Context: an optimization exercise on an open-source flow, tuned for small area. The choices shown serve that exercise and are no tape-out recipe. Function was checked by simulation only, so behaviour that the tests miss may differ from the original. Power and IR drop assume default switching activity.

File: flow/run.sh
#!/bin/bash
# synth_recipe.tcl (not shown) runs the flow's synth.tcl, then flattens the netlist and writes it again
# the make line also repeats each setting of config.mk as NAME=value (left out here)
make -C /OpenROAD-flow-scripts/flow DESIGN_CONFIG=/design/flow/config.mk WORK_HOME=/design/flow/orfs CLKGATE_MAP_FILE= SYNTH_SCRIPT=/design/flow/synth_recipe.tcl finish
File: flow/config.mk
export PLATFORM = sky130hd
export DESIGN_NAME = gaussian_stream_filter
export DESIGN_NICKNAME = gaussian_stream_filter
export VERILOG_FILES = /design/flow/design.v
export SDC_FILE = /design/flow/constraint.sdc
export NUM_CORES = 4
export LEC_CHECK = 0
export CAP_MARGIN = 20
export CORE_MARGIN = 2
export CORE_UTILIZATION = 40
export SLEW_MARGIN = 20
File: flow/constraint.sdc
create_clock -name core_clock -period 12.0 [get_ports {clk}]
set_input_delay 2.4000 -clock core_clock [delete_from_list [all_inputs] [get_ports {clk}]]
set_output_delay 2.4000 -clock core_clock [all_outputs]
set_load 0.01 [all_outputs]
File: flow/design.v
module gaussian_stream_filter #(
    parameter int PIX_W      = 8,
    parameter int IMG_W      = 256,
    parameter int IMG_H      = 256,
    parameter int COEF_W     = 8,
    parameter int K_CORNER   = 3,
    parameter int K_EDGE     = 21,
    parameter int K_CENTER   = 158,
    parameter int NORM_SHIFT = 8
) (
    input  logic             clk,
    input  logic             rst,
    input  logic             s_valid,
    output logic             s_ready,
    input  logic [PIX_W-1:0] s_data,
    output logic             m_valid,
    input  logic             m_ready,
    output logic [PIX_W-1:0] m_data,
    output logic             m_eol,
    output logic             m_last,
    output logic [1:0]       dbg_state
);
    localparam int ACC_W  = PIX_W + COEF_W + 4;
    localparam int COL_W  = $clog2(IMG_W);
    localparam int ROW_W  = (IMG_H > 2) ? $clog2(IMG_H) : 1;
    localparam int DEPTH  = 2 * IMG_W + 2;
    localparam logic [COL_W-1:0]  COL_LAST = COL_W'(IMG_W - 1);
    localparam logic [ROW_W-1:0]  ROW_LAST = ROW_W'(IMG_H - 1);
    typedef enum logic [1:0] {FILL = 2'd0, RUN = 2'd1, FLUSH = 2'd2} state_t;
    state_t           state, state_nx;
    logic             started;
    logic [COL_W-1:0] in_col;
    logic [ROW_W-1:0] in_row;
    logic             slot_free, in_xfer, produce, step, flush_end;
    logic             col0, top_ok, bot_ok, left_ok, right_ok;
    logic [PIX_W*DEPTH-1:0] chain;    
    logic [PIX_W-1:0] raw [3][3];     
    logic [PIX_W-1:0] tap [3][3];
    logic [ACC_W-1:0] acc;
    logic [ACC_W:0]   rounded, shifted;
    logic [PIX_W-1:0] result;
    assign slot_free = !m_valid || m_ready;
    assign s_ready   = started && (state != FLUSH) && slot_free;
    assign in_xfer   = s_valid && s_ready;
    assign produce   = ((state == RUN) && in_xfer) || ((state == FLUSH) && slot_free);
    assign step      = in_xfer || ((state == FLUSH) && slot_free);
    assign dbg_state = state;
    assign col0      = (in_col == '0);
    assign left_ok   = (in_col != COL_W'(1));
    assign right_ok  = !col0;
    assign top_ok    = (state == FLUSH) ||
                       !((in_row == ROW_W'(1) && !col0) || (in_row == ROW_W'(2) && col0));
    assign bot_ok    = (state != FLUSH) || (col0 && !in_row[0]);
    assign flush_end = in_row[0];
    always_comb begin
        raw[0][0] = chain[(2*IMG_W + 1)*PIX_W +: PIX_W]; raw[0][1] = chain[(2*IMG_W)*PIX_W +: PIX_W]; raw[0][2] = chain[(2*IMG_W - 1)*PIX_W +: PIX_W];
        raw[1][0] = chain[(IMG_W + 1)*PIX_W +: PIX_W];   raw[1][1] = chain[IMG_W*PIX_W +: PIX_W];   raw[1][2] = chain[(IMG_W - 1)*PIX_W +: PIX_W];
        raw[2][0] = chain[PIX_W +: PIX_W];           raw[2][1] = chain[0 +: PIX_W];           raw[2][2] = s_data;
        for (int r = 0; r < 3; r++) begin
            for (int c = 0; c < 3; c++) begin
                tap[r][c] = ((r == 0 && !top_ok) || (r == 2 && !bot_ok) ||
                             (c == 0 && !left_ok) || (c == 2 && !right_ok)) ? '0 : raw[r][c];
            end
        end
    end
    always_comb begin
        acc = ACC_W'(K_CORNER) * ACC_W'({2'b0, tap[0][0]} + tap[0][2] + tap[2][0] + tap[2][2])
            + ACC_W'(K_EDGE)   * ACC_W'({2'b0, tap[0][1]} + tap[1][0] + tap[1][2] + tap[2][1])
            + ACC_W'(K_CENTER) * ACC_W'(tap[1][1]);
        rounded = {1'b0, acc} + ((ACC_W + 1)'(1) << (NORM_SHIFT - 1));
        shifted = rounded >> NORM_SHIFT;
        result  = (|shifted[ACC_W:PIX_W]) ? '1 : shifted[PIX_W-1:0];
    end
    always_comb begin
        state_nx = state;
        case (state)
            FILL:    if (in_xfer && in_row == ROW_W'(1) && col0) state_nx = RUN;
            RUN:     if (in_xfer && in_row == ROW_LAST && in_col == COL_LAST) state_nx = FLUSH;
            FLUSH:   if (produce && flush_end) state_nx = FILL;
            default: state_nx = FILL;
        endcase
    end
    always_ff @(posedge clk) begin
        if (rst) begin
            state   <= FILL;
            started <= 1'b0;
            in_col  <= '0;
            in_row  <= '0;
        end else begin
            state   <= state_nx;
            started <= 1'b1;
            if (step) begin
                in_col <= in_col + 1'b1;
                if (in_col == COL_LAST)
                    in_row <= (in_row == ROW_LAST) ? '0 : in_row + 1'b1;
            end
            if (state == FLUSH && state_nx == FILL) begin
                in_col <= '0;
                in_row <= '0;
            end
        end
    end
    always_ff @(posedge clk) begin
        if (step) chain <= {chain[PIX_W*(DEPTH-1)-1:0], s_data};
    end
    always_ff @(posedge clk) begin
        if (rst) begin
            m_valid <= 1'b0;
            m_data  <= '0;
            m_eol   <= 1'b0;
            m_last  <= 1'b0;
        end else if (produce) begin
            m_valid <= 1'b1;
            m_data  <= result;
            m_eol   <= col0;
            m_last  <= (state == FLUSH) && flush_end;
        end else if (m_ready) begin
            m_valid <= 1'b0;
        end
    end
endmodule
==> flow_summary_export.csv, run 1 <==
group,metric,value,unit
route,first_iter_violations,4074,
run_status,outcome,"finished clean",
logic_synthesis,synth_cells,4887,
cells_and_area,fill_cells,26300,
logic_synthesis,synthesis.nets,5080,
logic_synthesis,synth_top_area_frac,0.951,
floorplan,die_h,574,um
floorplan,fp-row-count,209,
setup_path,critPathMaxFanout,10,
cells_and_area,stdcell_count,10000,
route,viasPerCell,4.40,
logic_synthesis,synth_top_area_cell,"edfxtp_1",
clocking,clock-sinks,4142,
setup_path,r2r_end,"m_data[6]",
global_routing,grt_max_degree,191,
global_routing,grt_antenna_before_repair,4,
clocking,clkLatencyLatePin,0.92,ns
placement,io_buffer_count,25,
logic_synthesis,synth-seq-cells,4142,
route,drcViolationCount,0,
floorplan,die_area,329000,um2
setup_path,cp-end-kind,"flip-flop",
setup_path,start_kind,"flip-flop",
timing,finalMaxSlewViolations,0,
timing,setup_viol,0,
setup_path,path_common_cell,"inv_1",
route,wl_per_cell,16.0,um
placement,gp_congestion,0.735,
logic_synthesis,async_reset_ff_frac,0,
min_path,hp-class,"flip-flop to flip-flop",
setup_path,max_stage_delay,0.88,ns
setup_path,cp-endpoint,"m_data[6]",
power,p_leak,48.6,nW
clocking,postCtsSetupRepairBufs,0,
route,via_count,44000,
timing,worst_pin_slew,1.11,ns
flow_run,cap_violations,0,
clocking,ctsResizeCount,0,
route,wl,160000,um
setup_path,crit_type,"flip-flop to flip-flop",
power,p_per_area,224,nW/um2
clocking,numCtsBuffers,396,
cells_and_area,drive_gt1_frac,0.106,
timing,fin_crit_sh,0.763,
global_routing,grt_pass1_wl,255000,um
setup_path,startpoint,"in_col[0]",
timing,skew,0.0496,ns
cells_and_area,num_antenna_cells,0,
setup_path,rrSetupSlack,2.85,ns
setup_path,r2r_cells,34,
placement,dp_hpwl,74600,um
power,ir_drop,0.000613,V
logic_synthesis,yosys_warnings,3,
logic_synthesis,synth_enable_flop_cells,4112,
floorplan,start_util,0.401,
logic_synthesis,syn_area,130000,um2
timing,period_needed,9.15,ns
global_routing,grt_use_total,0.0952,
timing,max_freq,109,MHz
global_routing,grt_pass1_vias,44000,
clocking,holdBufCountCts,0,
cells_and_area,final_nets,5537,
clocking,htreeDepth,5,
logic_synthesis,ys.flop_type,"edfxtp_1",
cells_and_area,area_growth,14.7,%
logic_synthesis,synth.avg_cell_area,26.6,um2
logic_synthesis,synth_cell_type_count,55,
floorplan,die_x,574,um
timing,fin_hold_ws,0.370,ns
logic_synthesis,synthTopCellsByArea,"edfxtp_1, fa_1, ha_1",
route,antenna_left,0,
clocking,clock-root-buffer,"clkbuf_16",
floorplan,io_pins,26,
route,drtPass1Iterations,5,
placement,place_inst,9270,
logic_synthesis,ys_seq_area_frac,0.955,
setup_path,slowest_stage,"nor3_2",
placement,placed_cell_area,136000,um2
setup_path,critPathArrivalTime,9.96,ns
timing,rsz0062_at_grt,"false",
timing,hold_viol_final,0,
floorplan,core,324000,um2
clocking,cts_tree,"yes",
setup_path,worstPathRequired,12.80,ns
clocking,clk_pin_slew,0.06,ns
setup_path,worstReg2RegStart,"in_col[0]",
global_routing,gr-total-overflow,0,
cells_and_area,postLayoutCellArea,149000,um2
clocking,cts_buffer_depth,4,
timing,relSlewSlack,0.259,
[metrics by stage]
stage	worst slack (ns)	setup TNS (ns)	util	power (mW)
final	2.85	0	0.460	33.4
after detailed placement	2.98	0	0.420	21.5
after floorplan	-2.12	-4181.38	-	20.6
after global routing	2.47	0	0.460	35.1
after global placement	3.05	0	0.420	21.5
after CTS	2.94	0	0.460	33.9
[power breakdown]
part	leakage, nW	internal, mW	switching, mW
combinational	3.49	1.74	2.70
sequential	38.8	16.5	0.156
clock	6.26	7.10	5.15
[area by class of cell]
| cell class | count | area, um2 | area share |
|---|---|---|---|
| sequential | 4142 | 124000 | 0.833 |
| clock buffer | 500 | 10400 | 0.0697 |
| tap | 4325 | 5410 | 0.0363 |
| multi-input combinational | 543 | 5040 | 0.0339 |
| clock inverter | 229 | 2540 | 0.0171 |
| timing repair buffer | 68 | 801 | 0.00537 |
| inverter | 193 | 724 | 0.00486 |
[how the worst min path moves through the flow]
stage	from	end	slack (ns)	cells past startpoint
after floorplan	chain[992]	chain[1000]	0.40	0
after global placement	chain[27]	chain[35]	0.40	0
after detailed placement	chain[1025]	chain[1033]	0.40	0
after CTS	chain[3974]	chain[3982]	0.37	0
after global routing	chain[238]	chain[246]	0.39	0
final	chain[3974]	chain[3982]	0.37	0
[worst max-delay path, delay by kind of cell (launching register included)]
family / cells / cell delay (ns)
buffers and inverters: 8 / 0.46
AOI/OAI and AO/OA: 7 / 1.56
DFF: 1 / 0.36
muxes: 1 / 0.15
adders and majority gates: 10 / 3.85
and+or+nand+nor: 8 / 2.65
[Yosys cell counts (4+ instances only)]
master    count
and3_1       12
a21oi_1      32
nor2b_1      12
or3_1         5
a21o_1        7
nand2b_1      6
o21a_1       12
o21ai_0      26
ha_1        101
and2_1       30
nor2_1       53
nand4_1      10
clkbuf_1      7
inv_1       193
nor4_1        4
dfxtp_1      30
nor3_1       10
xnor2_1      23
o211ai_1      4
xor2_1       20
fa_1         80
nand2_1      43
edfxtp_1   4112
nand3_1      13
[routing by layer]
layer,vias to the layer above,global-route usage,wire (um),part of all wire
met5,-,0,0,0
met4,0,0.0346,4730,0.030
met3,362,0.0202,5950,0.037
met2,588,0.123,64900,0.41
met1,22700,0.156,84500,0.53
li1,20300,-,-,-
[cell usage in the layout (no fill, tap or decap), types with 11 or more instances in the layout]
cell / instances
o21ai_0: 26
o21a_1: 12
nor2b_1: 11
and2_1: 30
clkinv_1: 83
clkbuf_16: 400
a21oi_1: 31
inv_1: 193
bufinv_16: 43
nand3_1: 13
buf_4: 24
buf_12: 16
xor2_1: 20
clkbuf_1: 100
and3_1: 12
nor2_1: 53
ha_1: 101
dfxtp_1: 30
clkinv_2: 58
clkinvlp_4: 11
edfxtp_1: 4112
nand2_1: 42
clkdlybuf4s50_1: 25
fa_1: 80
xnor2_1: 23
[registers in the layout (all words and copies together) (netlist names)]
register and flops:
state 2, m_data 8, m_valid 1, in_col 8, m_eol 1, in_row 8
chain 4112, m_last 1, started 1
[cells by family after synthesis]
logic type / share of synthesized area
AOI/OAI and AO/OA: 0.00532
xor gates and xnor gates: 0.00290
adders and majority gates: 0.0221
buffers and inverters: 0.00591
DFF: 0.955
muxes: 0.0000771
and+or+nand+nor: 0.00832
==> run 2: changes to the inputs <==
--- a/flow/config.mk
+++ b/flow/config.mk
@@ -9,3 +9,3 @@
 export CORE_MARGIN = 2
-export CORE_UTILIZATION = 40
+export CORE_UTILIZATION = 70
 export SLEW_MARGIN = 20
==> run 2 against run 1 <==
Against the previous run: core utilization increased by 33 points; via count grew 4.3%; largest cell class unchanged; still clean on timing, DRC and antenna; critical path type unchanged; clock power is essentially flat.
==> flow_summary_export.csv, run 2 <==
group,metric,value,unit
run_status,outcome,"finished clean",
cells_and_area,final_nets,5524,
timing,relSlewSlack,0.235,
cells_and_area,regMostFlops,"chain",
placement,dp_hpwl,78100,um
timing,period_needed,8.86,ns
cells_and_area,drive_gt1_frac,0.102,
min_path,hp-class,"flip-flop to flip-flop",
cells_and_area,area_growth,12.0,%
floorplan,start_util,0.703,
logic_synthesis,synth_most_common_cell,"edfxtp_1",
clocking,ctsResizeCount,0,
route,via_count,45900,
clocking,holdBufCountCts,0,
timing,fin_crit_sh,0.738,
global_routing,grt_pass1_vias,47900,
setup_path,slowest_stage,"nor3_2",
floorplan,io_pins,26,
logic_synthesis,yosys_warnings,3,
global_routing,grt_use_total,0.229,
global_routing,grt_pass1_wl,316000,um
power,p_per_area,229,nW/um2
power,ir_drop,0.000487,V
floorplan,core,185000,um2
clocking,numCtsBuffers,385,
setup_path,critPathMaxFanout,10,
clocking,htreeDepth,5,
floorplan,die_h,435,um
timing,finalMaxSlewViolations,0,
logic_synthesis,synth.avg_cell_area,26.6,um2
flow_run,cap_violations,0,
logic_synthesis,synth-seq-cells,4142,
setup_path,worstPathRequired,12.89,ns
logic_synthesis,synthesis.nets,5080,
route,wl_per_cell,26.7,um
timing,worst_pin_slew,1.15,ns
logic_synthesis,synth_cell_type_count,55,
timing,max_freq,113,MHz
setup_path,cp-end-kind,"flip-flop",
setup_path,max_stage_delay,0.82,ns
power,p_leak,48.1,nW
clocking,clock-root-buffer,"clkbuf_16",
logic_synthesis,ys.flop_type,"edfxtp_1",
floorplan,fp-row-count,158,
global_routing,grt_max_degree,212,
logic_synthesis,async_reset_ff_frac,0,
power,seq_power_share,0.503,
logic_synthesis,synth_enable_flop_cells,4112,
power,switching_share,0.256,
logic_synthesis,synth_common_cells,"edfxtp_1, inv_1, ha_1",
global_routing,grt_antenna_before_repair,17,
logic_synthesis,syn_area,130000,um2
placement,io_buffer_count,25,
setup_path,crit_type,"flip-flop to flip-flop",
route,first_iter_violations,5445,
clocking,clock-sinks,4142,
power,p_int,24.8,mW
clocking,postCtsSetupRepairBufs,0,
route,viasPerCell,5.66,
cells_and_area,final_cell_mix,"edfxtp_1, clkbuf_16, inv_1, ha_1",
timing,rsz0062_at_grt,"false",
cells_and_area,final_common_cell,"edfxtp_1",
floorplan,die_area,189000,um2
timing,setup_viol,0,
clocking,cts_buffer_depth,4,
cells_and_area,largest_register_ffs,4112,
placement,gp_congestion,0.741,
power,combPwrFrac,0.139,
logic_synthesis,ys_seq_area_frac,0.955,
route,antenna_left,0,
timing,layout_setup_ws,3.14,ns
logic_synthesis,synth_cells,4887,
logic_synthesis,synth_top_area_frac,0.951,
route,wl,216000,um
clocking,cts_tree,"yes",
logic_synthesis,synthTopCellsByArea,"edfxtp_1, fa_1, ha_1",
global_routing,gr-total-overflow,0,
timing,skew,0.0843,ns
power,switching_power,8.53,mW
route,drtPass1Iterations,6,
power,clock_power_share,0.359,
placement,dp_slack,3.00,ns
timing,fin_hold_ws,0.361,ns
setup_path,critPathArrivalTime,9.75,ns
route,drcViolationCount,0,
timing,hold_viol_final,0,
logic_synthesis,synth_top_area_cell,"edfxtp_1",
setup_path,start_kind,"flip-flop",
clocking,clkLatencyLatePin,0.98,ns
clocking,clk_pin_slew,0.06,ns
floorplan,die_x,435,um
-- run 2: cell counts after synthesis --
No cell type changed its count.
-- run 2: worst max-delay path: cells and delay by family (launching register included) --
family	cells	cell delay, ns
simple gates	5	1.86
flops	1	0.41
buf+inv	5	0.31
compound gates	7	1.75
xor+xnor	1	0.27
mux	1	0.15
fa+ha+maj	9	4.05
-- run 2: path summary, 6_finish.rpt --
| path | startpoint | end | slack [ns] | cells after the start |
|---|---|---|---|---|
| worst max register to register | in_col[0] | m_data[6] | 3.14 | 28 |
| worst min-delay path | chain[385] | chain[393] | 0.36 | 0 |
| worst max-delay path | in_col[0] | m_data[6] | 3.14 | 28 |
| worst min register to register | chain[385] | chain[393] | 0.36 | 0 |
-- run 2: power by group through the flow --
| stage | Combinational [mW] | Sequential, mW | Clock (mW) |
|---|---|---|---|
| floorplan | 3.41 | 17.2 | 0 |
| global placement | 4.49 | 17.0 | 0 |
| detailed placement | 4.56 | 17.0 | 0 |
| CTS | 4.65 | 16.8 | 12.2 |
| global route | 5.29 | 16.8 | 12.7 |
| finish | 4.61 | 16.7 | 11.9 |
-- run 2: layout make-up --
type / count / area [um2]
Sequential cell: 4142 / 124000
Fill cell: 8420 / 39300
Clock buffer: 469 / 10000
Multi-Input combinational cell: 543 / 5040
Tap cell: 2480 / 3100
Clock inverter: 204 / 1690
Timing Repair Buffer: 66 / 823
Inverter: 193 / 724
Antenna cell: 2 / 5.00
-- run 2: routing by layer --
layer	part of all wire	track usage	wire length, um
met4	0.022	0.0614	4810
met3	0.046	0.0368	9840
met5	0	0	0
met2	0.50	0.360	109000
met1	0.43	0.345	92800
-- run 2: cells by family (layout without fill, tap and decap cells) --
kind of cell | count (synthesis) | count (layout) | synth area share
mux | 1 | 1 | 0.0000771
compound gates | 106 | 106 | 0.00532
buf+inv | 202 | 932 | 0.00591
xor+xnor | 43 | 43 | 0.00290
flops | 4142 | 4142 | 0.955
other cells | 0 | 2 | 0
simple gates | 212 | 212 | 0.00832
fa+ha+maj | 181 | 181 | 0.0221
-- run 2: per-stage QoR --
| stage | cells | total power, mW | utilization | area, um2 | setup TNS, ns |
|---|---|---|---|---|---|
| floorplan | 4887 | 20.6 | - | 130000 | -4181.38 |
| global placement | 7422 | 21.5 | 0.723 | 134000 | 0 |
| detailed placement | 7422 | 21.5 | 0.723 | 134000 | 0 |
| CTS | 8095 | 33.6 | 0.787 | 145000 | 0 |
| global route | 8098 | 34.7 | 0.787 | 145000 | 0 |
| finish | 8099 | 33.3 | 0.787 | 145000 | 0 |

[separate check: timing with driven ports]
In the flow no input, the clock included, has a driving cell. The finished layouts below were timed again as built, in two steps.
Step 1 assumes that a clkbuf_16 drives the clock port and a buf_2 every other input.
Step 2 adds t to the input delays and takes it off the output delays; t is the mean of the earliest and latest rising clock arrival at the registers after step 1. Input paths then give back, and output paths get back, about the clock's delay inside the block.
a / b / c = no drivers / after step 1 / after step 2; a / b = the first two.
| run | t, ns | slack for setup (ns) | worst setup path at the end | worst register clock-pin slew, ns | cell pins on the clock port's net |
|---|---|---|---|---|---|
| run 1 | 0.984 | 2.848 / 2.848 / 2.848 | register to register | 0.07 / 0.07 | 1 |
| run 2 | 1.030 | 3.139 / 3.139 / 3.022 | input to register | 0.10 / 0.10 | 1 |
After both steps setup and hold are still met in every run listed. The setup slack of run 2, which loses most, moves by 0.000 ns with the drivers and by -0.117 ns with both steps.
